What follows belongs to an exercise in optimizing a design on an open flow for small area; a production flow would make more cautious choices. Function was checked by simulation only, so behaviour that the tests miss may differ from the original. No driver is modelled on the clock port, so clocking that relies on it looks cheaper here than on a real chip. Power figures rest on the tool's default switching activity, not on a simulated workload.

// uart_cmd_slave
module uart_cmd_slave (
    input  logic clk,
    input  logic rst_n,
    input  logic rx,
    output logic tx
);
Size: about 1200 cells after synthesis, about 1100 flip-flops, roughly 23000 um^2 of cells after synthesis.
clock: 20.0 ns
lec_check: 0
cap_margin: 20
core_margin: 2
core_utilization: 80
slew_margin: 20
standard.sh (not shown) runs the stock make flow with config.mk's settings and CLKGATE_MAP_FILE= SYNTH_SCRIPT=/design/flow/synth_recipe.tcl, a recipe that flattens the netlist after the stock synthesis.
==> flow/flow/run.sh <==
#!/bin/bash
# Standard layout (the standard.sh) with these changes:
# - before repair_design, combinational cells and port buffers start at their
#   smallest drive (flow/downsize.tcl); repair_design upsizes where needed;
# - the clock tree is built from clkbuf_8 buffers in clusters of at most 20
#   sinks, with no dummy loads;
# - after clock tree synthesis each clock buffer is resized to the smallest
#   clkbuf that keeps the slew it drives under a target (flow/clk_resize.tcl).
# make's full output goes to make_finish.log; each step's log is under orfs/logs.
set -euo pipefail
bash standard.sh finish \
  PRE_RESIZE_TCL=$PWD/flow/downsize.tcl \
  POST_CTS_TCL=$PWD/flow/clk_resize.tcl \
  "CTS_ARGS=-sink_clustering_enable -repair_clock_nets -dont_use_dummy_load -buf_list sky130_fd_sc_hd__clkbuf_8 -sink_clustering_size 20 -sink_clustering_max_diameter 60" \
  > make_finish.log 2>&1
Other scripts of this flow, unchanged in this note and not shown: flow/flow/clk_resize.tcl, flow/flow/downsize.tcl
The starting point never finished: it broke off in detailed placement on DPL-0033.
==> next run, changes <==
Settings changed: CORE_UTILIZATION 80 to 65.
Outcome:
- This time the run completed with no timing, DRC or antenna violations
- area after synthesis is unchanged
- synthesized cell count does not change

* * *

== build 29 ==
Another version of the RTL of uart_cmd_slave (not shown whole).
Size: roughly 1,100 flip-flops, about 23,000 um2 of cells after synthesis.
Settings: LEC_CHECK=0, CAP_MARGIN=20, CORE_MARGIN=2, CORE_UTILIZATION=40, SLEW_MARGIN=20; clock period 20.0 ns.
==> flow/flow/run.sh <==
#!/bin/bash
# Standard layout with three changes: combinational cells start at their
# smallest drive before repair_design (flow/downsize.tcl), the clock tree is
# built from clkbuf_8 buffers in clusters of at most 20 sinks with no dummy loads,
# and non-critical gates are downsized again after global routing.
set -euo pipefail
bash standard.sh finish \
  PRE_RESIZE_TCL=$PWD/flow/downsize.tcl \
  "CTS_ARGS=-sink_clustering_enable -repair_clock_nets -dont_use_dummy_load -buf_list sky130_fd_sc_hd__clkbuf_8 -sink_clustering_size 20 -sink_clustering_max_diameter 60" \
  RECOVER_POWER=100 \
  > make_finish.log 2>&1
==> flow/flow/downsize.tcl <==
# Swap every combinational cell for the smallest-area cell of the same
# function (same name stem, other drive strength). repair_design, which runs
# right after this, upsizes again wherever slew or capacitance needs it.
set dont_use_list [split $::env(DONT_USE_CELLS)]
set n_swapped 0
set saved 0.0
foreach inst [get_cells *] {
  set lc [get_lib_cells -of_objects $inst]
  if {$lc == "NULL" || $lc == ""} { continue }
  set name [get_name $lc]
  if {![regexp {^(sky130_fd_sc_hd__([a-z0-9]+))_([0-9]+)$} $name -> stem fn drv]} { continue }
  if {[regexp {^(df|edf|sdf|dl|sdl|conb|tap|fill|decap|clk|lpflow|diode|probe|bleeder)} $fn]} { continue }
  set best $lc
  set best_area [get_property $lc area]
  foreach cand [get_lib_cells ${stem}_*] {
    set cn [get_name $cand]
    if {![regexp "^${stem}_\[0-9\]+\$" $cn]} { continue }
    if {[lsearch -exact $dont_use_list $cn] >= 0} { continue }
    set a [get_property $cand area]
    if {$a < $best_area} {
      set best $cand
      set best_area $a
    }
  }
  if {$best != $lc} {
    set saved [expr {$saved + [get_property $lc area] - $best_area}]
    replace_cell $inst $best
    incr n_swapped
  }
}
puts "downsize: swapped $n_swapped cells, [format %.1f $saved] um2 less"
> inputs changed (build 29 -> build 48)
==> flow/flow/run.sh <==
#!/bin/bash
# Standard layout, with the clock tree built from clkbuf_8 buffers in clusters of at
# most 20 sinks and no dummy loads.
set -euo pipefail
bash standard.sh finish \
  "CTS_ARGS=-sink_clustering_enable -repair_clock_nets -dont_use_dummy_load -buf_list sky130_fd_sc_hd__clkbuf_8 -sink_clustering_size 20 -sink_clustering_max_diameter 60" \
  > make_finish.log 2>&1
removed: flow/flow/downsize.tcl
## What came out
[build 48] initial DRC count rose 2.5% relative to build 29. Compared build 48 against build 29; average vias per placed instance within noise. Between build 48 and build 29, the total via count after detailed routing does not differ in any meaningful way. Against build 29, build 48 comes in 0.62 ns lower on slew at the pin closest to its max-slew limit. Critical path's largest stage delay down 0.06 ns in build 48 wrt build 29.
--- input diff build 48..build 65 ---
==> flow/flow/run.sh <==
#!/bin/bash
# Standard layout with three changes: combinational cells start at their
# smallest drive before repair_design (flow/downsize.tcl), the clock tree is
# built from clkbuf_8 buffers in clusters of at most 23 sinks with no dummy loads,
# and non-critical gates are downsized again after global routing.
set -euo pipefail
bash standard.sh finish \
  PRE_RESIZE_TCL=$PWD/flow/downsize.tcl \
  "CTS_ARGS=-sink_clustering_enable -repair_clock_nets -dont_use_dummy_load -buf_list sky130_fd_sc_hd__clkbuf_8 -sink_clustering_size 23 -sink_clustering_max_diameter 60" \
  RECOVER_POWER=100 \
  > make_finish.log 2>&1
==> flow/flow/downsize.tcl (new file) <==
# Swap every combinational cell for the smallest-area cell of the same
# function (same name stem, other drive strength). repair_design, which runs
# right after this, upsizes again wherever slew or capacitance needs it.
set dont_use_list [split $::env(DONT_USE_CELLS)]
set n_swapped 0
set saved 0.0
foreach inst [get_cells *] {
  set lc [get_lib_cells -of_objects $inst]
  if {$lc == "NULL" || $lc == ""} { continue }
  set name [get_name $lc]
  if {![regexp {^(sky130_fd_sc_hd__([a-z0-9]+))_([0-9]+)$} $name -> stem fn drv]} { continue }
  if {[regexp {^(df|edf|sdf|dl|sdl|conb|tap|fill|decap|clk|lpflow|diode|probe|bleeder)} $fn]} { continue }
  set best $lc
  set best_area [get_property $lc area]
  foreach cand [get_lib_cells ${stem}_*] {
    set cn [get_name $cand]
    if {![regexp "^${stem}_\[0-9\]+\$" $cn]} { continue }
    if {[lsearch -exact $dont_use_list $cn] >= 0} { continue }
    set a [get_property $cand area]
    if {$a < $best_area} {
      set best $cand
      set best_area $a
    }
  }
  if {$best != $lc} {
    set saved [expr {$saved + [get_property $lc area] - $best_area}]
    replace_cell $inst $best
    incr n_swapped
  }
}
puts "downsize: swapped $n_swapped cells, [format %.1f $saved] um2 less"
[summary]
- [diff] worst supply voltage drop on vdd, build 65 relative to build 48: improvement
- Per the comparison of build 65 with build 48, utilization decreased 0.27 points; maximum clock rate saw a decrease; final critical-path required period grew by 0.083 ns; clock-buffer cell count decreased by about 10% relative to the old numbers; worst hold slack shows a reduction of 0.026 ns.
- The final reports for build 65 and build 48 show cell-internal power lower in the former.
- Compared to build 48, build 65 shows a narrower setup margin.
- Max via count across build 48 and build 65: build 48
- Status: wire length of the first global-routing pass parity (build 65, build 48)
Inputs modified between build 65 and build 93:
==> flow/flow/run.sh <==
#!/bin/bash
# Standard layout, with the clock tree built from clkbuf_8 buffers in clusters of at
# most 20 sinks and no dummy loads; non-critical gates downsized after global routing.
set -euo pipefail
bash standard.sh finish \
  "CTS_ARGS=-sink_clustering_enable -repair_clock_nets -dont_use_dummy_load -buf_list sky130_fd_sc_hd__clkbuf_8 -sink_clustering_size 20 -sink_clustering_max_diameter 60" \
  RECOVER_POWER=100 \
  > make_finish.log 2>&1
removed: flow/flow/downsize.tcl
==> results.txt <==
- Between build 93 and build 65, final area is lower for build 65, build 93 comes in above that.
- From build 65 to build 93 the numbers moved as follows: worst hold path stage count ~0 delta, power density relative to cell area went up about 0.56%, total chip power higher, minimum period implied by the final worst setup slack decreased by 0.014 ns relative to the old numbers.
- Build 93: flow completed, timing, DRC and antenna clean

* * *

RTL: one of the versions met above, not the one the previous note started from.
Size in the first run: ~1200 cells after synthesis, about 4 I/O pins, about 23000 um2 of cells after synthesis.
Design uart_cmd_slave, start of the top module:
module uart_cmd_slave (
    input  logic clk,
    input  logic rst_n,
    input  logic rx,
    output logic tx
);
==> flow/config.mk <==
export PLATFORM = sky130hd
export DESIGN_NAME = uart_cmd_slave
export DESIGN_NICKNAME = uart_cmd_slave
export VERILOG_FILES = /design/flow/design.v
export SDC_FILE = /design/flow/constraint.sdc
export NUM_CORES = 4
export LEC_CHECK = 0
export CAP_MARGIN = 20
export CORE_MARGIN = 2
export CORE_UTILIZATION = 40
export SLEW_MARGIN = 20
==> flow/constraint.sdc <==
create_clock -name core_clock -period 20.0 [get_ports {clk}]
set_input_delay 4.0000 -clock core_clock [delete_from_list [all_inputs] [get_ports {clk}]]
set_output_delay 4.0000 -clock core_clock [all_outputs]
set_load 0.01 [all_outputs]
==> flow/flow/run.sh <==
#!/bin/bash
# Standard layout with two changes: combinational cells start at their
# smallest drive before repair_design (flow/downsize.tcl), the clock tree is
# built from clkbuf_8 buffers in clusters of at most 20 sinks with no dummy loads.
set -euo pipefail
bash standard.sh finish \
  PRE_RESIZE_TCL=$PWD/flow/downsize.tcl \
  "CTS_ARGS=-sink_clustering_enable -repair_clock_nets -dont_use_dummy_load -buf_list sky130_fd_sc_hd__clkbuf_8 -sink_clustering_size 20 -sink_clustering_max_diameter 60" \
  > make_finish.log 2>&1
==> flow/flow/downsize.tcl <==
# Swap every combinational cell for the smallest-area cell of the same
# function: another drive strength of the same cell, or the smallest plain
# buffer for any buffer or delay cell (the port buffers). It runs before
# repair_design, which upsizes again wherever slew or capacitance needs it,
# and before clock tree synthesis, so no clock buffer exists yet.
set dont_use_list [split $::env(DONT_USE_CELLS)]
set n_swapped 0
set saved 0.0
set buf1 [get_lib_cells sky130_fd_sc_hd__buf_1]
foreach inst [get_cells *] {
  set lc [get_lib_cells -of_objects $inst]
  if {$lc == "NULL" || $lc == ""} { continue }
  set name [get_name $lc]
  if {![regexp {^(sky130_fd_sc_hd__([a-z0-9]+))_([0-9]+)$} $name -> stem fn drv]} { continue }
  set best $lc
  set best_area [get_property $lc area]
  if {[regexp {^(buf|clkbuf|clkdlybuf4s[0-9]+|dlygate4sd[0-9]|dlymetal6s[0-9]s)$} $fn]} {
    set cands [list $buf1]
  } elseif {[regexp {^(df|edf|sdf|dl|sdl|conb|tap|fill|decap|clk|lpflow|diode|probe|bleeder)} $fn]} {
    continue
  } else {
    set cands [get_lib_cells ${stem}_*]
  }
  foreach cand $cands {
    set cn [get_name $cand]
    if {$cand != $buf1 && ![regexp "^${stem}_\[0-9\]+\$" $cn]} { continue }
    if {[lsearch -exact $dont_use_list $cn] >= 0} { continue }
    set a [get_property $cand area]
    if {$a < $best_area} {
      set best $cand
      set best_area $a
    }
  }
  if {$best != $lc} {
    set saved [expr {$saved + [get_property $lc area] - $best_area}]
    replace_cell $inst $best
    incr n_swapped
  }
}
puts "downsize: swapped $n_swapped cells, [format %.1f $saved] um2 less"
The starting point completed without violations.
==> next run, changes <==
==> flow/flow/downsize.tcl (replaced) <==
# Swap every combinational cell for the smallest-area cell of the same
# function (same name stem, other drive strength). repair_design, which runs
# right after this, upsizes again wherever slew or capacitance needs it.
set dont_use_list [split $::env(DONT_USE_CELLS)]
set n_swapped 0
set saved 0.0
foreach inst [get_cells *] {
  set lc [get_lib_cells -of_objects $inst]
  if {$lc == "NULL" || $lc == ""} { continue }
  set name [get_name $lc]
  if {![regexp {^(sky130_fd_sc_hd__([a-z0-9]+))_([0-9]+)$} $name -> stem fn drv]} { continue }
  if {[regexp {^(df|edf|sdf|dl|sdl|conb|tap|fill|decap|clk|lpflow|diode|probe|bleeder)} $fn]} { continue }
  set best $lc
  set best_area [get_property $lc area]
  foreach cand [get_lib_cells ${stem}_*] {
    set cn [get_name $cand]
    if {![regexp "^${stem}_\[0-9\]+\$" $cn]} { continue }
    if {[lsearch -exact $dont_use_list $cn] >= 0} { continue }
    set a [get_property $cand area]
    if {$a < $best_area} {
      set best $cand
      set best_area $a
    }
  }
  if {$best != $lc} {
    set saved [expr {$saved + [get_property $lc area] - $best_area}]
    replace_cell $inst $best
    incr n_swapped
  }
}
puts "downsize: swapped $n_swapped cells, [format %.1f $saved] um2 less"
The new run finished with timing, DRC and antenna clean.
Count of clock-buffer cells in the layout stays the same.
Via count rises by 0.46%.
Setup slack loses 340 ps.
Cell area barely changes.
Utilization barely changes.
==> next run, changes <==
==> flow/flow/downsize.tcl (replaced) <==
# Swap every combinational cell for the smallest-area cell of the same
# function: another drive strength of the same cell, or the smallest plain
# buffer for any buffer or delay cell (the port buffers). It runs before
# repair_design, which upsizes again wherever slew or capacitance needs it,
# and before clock tree synthesis, so no clock buffer exists yet.
set dont_use_list [split $::env(DONT_USE_CELLS)]
set n_swapped 0
set saved 0.0
set buf1 [get_lib_cells sky130_fd_sc_hd__buf_1]
foreach inst [get_cells *] {
  set lc [get_lib_cells -of_objects $inst]
  if {$lc == "NULL" || $lc == ""} { continue }
  set name [get_name $lc]
  if {![regexp {^(sky130_fd_sc_hd__([a-z0-9]+))_([0-9]+)$} $name -> stem fn drv]} { continue }
  set best $lc
  set best_area [get_property $lc area]
  if {[regexp {^(buf|clkbuf|clkdlybuf4s[0-9]+|dlygate4sd[0-9]|dlymetal6s[0-9]s)$} $fn]} {
    set cands [list $buf1]
  } elseif {[regexp {^(df|edf|sdf|dl|sdl|conb|tap|fill|decap|clk|lpflow|diode|probe|bleeder)} $fn]} {
    continue
  } else {
    set cands [get_lib_cells ${stem}_*]
  }
  foreach cand $cands {
    set cn [get_name $cand]
    if {$cand != $buf1 && ![regexp "^${stem}_\[0-9\]+\$" $cn]} { continue }
    if {[lsearch -exact $dont_use_list $cn] >= 0} { continue }
    set a [get_property $cand area]
    if {$a < $best_area} {
      set best $cand
      set best_area $a
    }
  }
  if {$best != $lc} {
    set saved [expr {$saved + [get_property $lc area] - $best_area}]
    replace_cell $inst $best
    incr n_swapped
  }
}
puts "downsize: swapped $n_swapped cells, [format %.1f $saved] um2 less"
--- a/flow/config.mk
+++ b/flow/config.mk
@@ -9,3 +9,3 @@
 export CORE_MARGIN = 2
-export CORE_UTILIZATION = 40
+export CORE_UTILIZATION = 65
 export SLEW_MARGIN = 20
The changed run passed the timing, design-rule and antenna checks. Wire length goes down slightly. Count of clock-buffer cells in the layout goes down by 1. First-iteration DRC count goes down by a quarter to a third. Fmax goes up by a little under a tenth. Total power hardly moves. Global-route usage goes up by 4.8 points. Hold slack gains 36 ps.
==> next run, changes <==
==> flow/flow/run.sh (replaced) <==
#!/bin/bash
# Standard layout with three changes: combinational cells start at their
# smallest drive before repair_design (flow/downsize.tcl), the clock tree is
# built from clkbuf_8 buffers in clusters of at most 20 sinks with no dummy loads,
# and non-critical gates are downsized again after global routing.
set -euo pipefail
bash standard.sh finish \
  PRE_RESIZE_TCL=$PWD/flow/downsize.tcl \
  "CTS_ARGS=-sink_clustering_enable -repair_clock_nets -dont_use_dummy_load -buf_list sky130_fd_sc_hd__clkbuf_8 -sink_clustering_size 20 -sink_clustering_max_diameter 60" \
  RECOVER_POWER=100 \
  > make_finish.log 2>&1
==> flow/flow/downsize.tcl (replaced) <==
# Swap every combinational cell for the smallest-area cell of the same
# function (same name stem, other drive strength). repair_design, which runs
# right after this, upsizes again wherever slew or capacitance needs it.
set dont_use_list [split $::env(DONT_USE_CELLS)]
set n_swapped 0
set saved 0.0
foreach inst [get_cells *] {
  set lc [get_lib_cells -of_objects $inst]
  if {$lc == "NULL" || $lc == ""} { continue }
  set name [get_name $lc]
  if {![regexp {^(sky130_fd_sc_hd__([a-z0-9]+))_([0-9]+)$} $name -> stem fn drv]} { continue }
  if {[regexp {^(df|edf|sdf|dl|sdl|conb|tap|fill|decap|clk|lpflow|diode|probe|bleeder)} $fn]} { continue }
  set best $lc
  set best_area [get_property $lc area]
  foreach cand [get_lib_cells ${stem}_*] {
    set cn [get_name $cand]
    if {![regexp "^${stem}_\[0-9\]+\$" $cn]} { continue }
    if {[lsearch -exact $dont_use_list $cn] >= 0} { continue }
    set a [get_property $cand area]
    if {$a < $best_area} {
      set best $cand
      set best_area $a
    }
  }
  if {$best != $lc} {
    set saved [expr {$saved + [get_property $lc area] - $best_area}]
    replace_cell $inst $best
    incr n_swapped
  }
}
puts "downsize: swapped $n_swapped cells, [format %.1f $saved] um2 less"
--- a/flow/config.mk
+++ b/flow/config.mk
@@ -9,3 +9,3 @@
 export CORE_MARGIN = 2
-export CORE_UTILIZATION = 65
+export CORE_UTILIZATION = 40
 export SLEW_MARGIN = 20
After rerunning:
- The changed run went through all stages and came out clean
- first-iteration DRC count rises by 46%
- flip-flop and latch count does not change
- synthesized area does not change
- utilization falls by 26 points

re-timing with driven ports:
In the flow no input, the clock included, has a driving cell. The finished layouts below were timed again as built, in two steps. Step 1: set_driving_cell puts a clkbuf_16 on clk and a buf_2 on each other input, an assumption about the parent block. Step 2 also shifts input and output timing later by t, the mid clock arrival at the registers, as if the neighbouring blocks saw the same clock. Three values: ideal, step 1, step 2; two values: the first two.
run	t, ns	setup WS [ns]	worst setup path after step 2	latest minus earliest clock arrival (ns)	worst data-port slew with drivers (ns)
the second run of note 1	1.267	14.129 / 14.081 / 15.088	input to register	0.063 / 0.063	0.03
build 29	0.696	14.087 / 14.037 / 14.733	register to output	0.075 / 0.075	0.03
build 48	0.707	14.145 / 14.092 / 14.798	register to output	0.067 / 0.067	0.03
build 65	0.693	14.061 / 14.012 / 14.705	register to output	0.079 / 0.080	0.03
build 93	0.708	14.075 / 14.022 / 14.729	register to output	0.069 / 0.069	0.03
the first run of note 3	0.667	14.554 / 14.504 / 15.166	input to register	0.117 / 0.117	0.03
the second run of note 3	0.684	14.218 / 14.167 / 14.638	input to register	0.073 / 0.072	0.03
the third run of note 3	0.698	14.688 / 14.640 / 15.096	input to register	0.042 / 0.042	0.03
the fourth run of note 3	0.683	14.149 / 14.099 / 14.540	input to register	0.073 / 0.072	0.03
After both steps setup and hold are still met in every run listed.
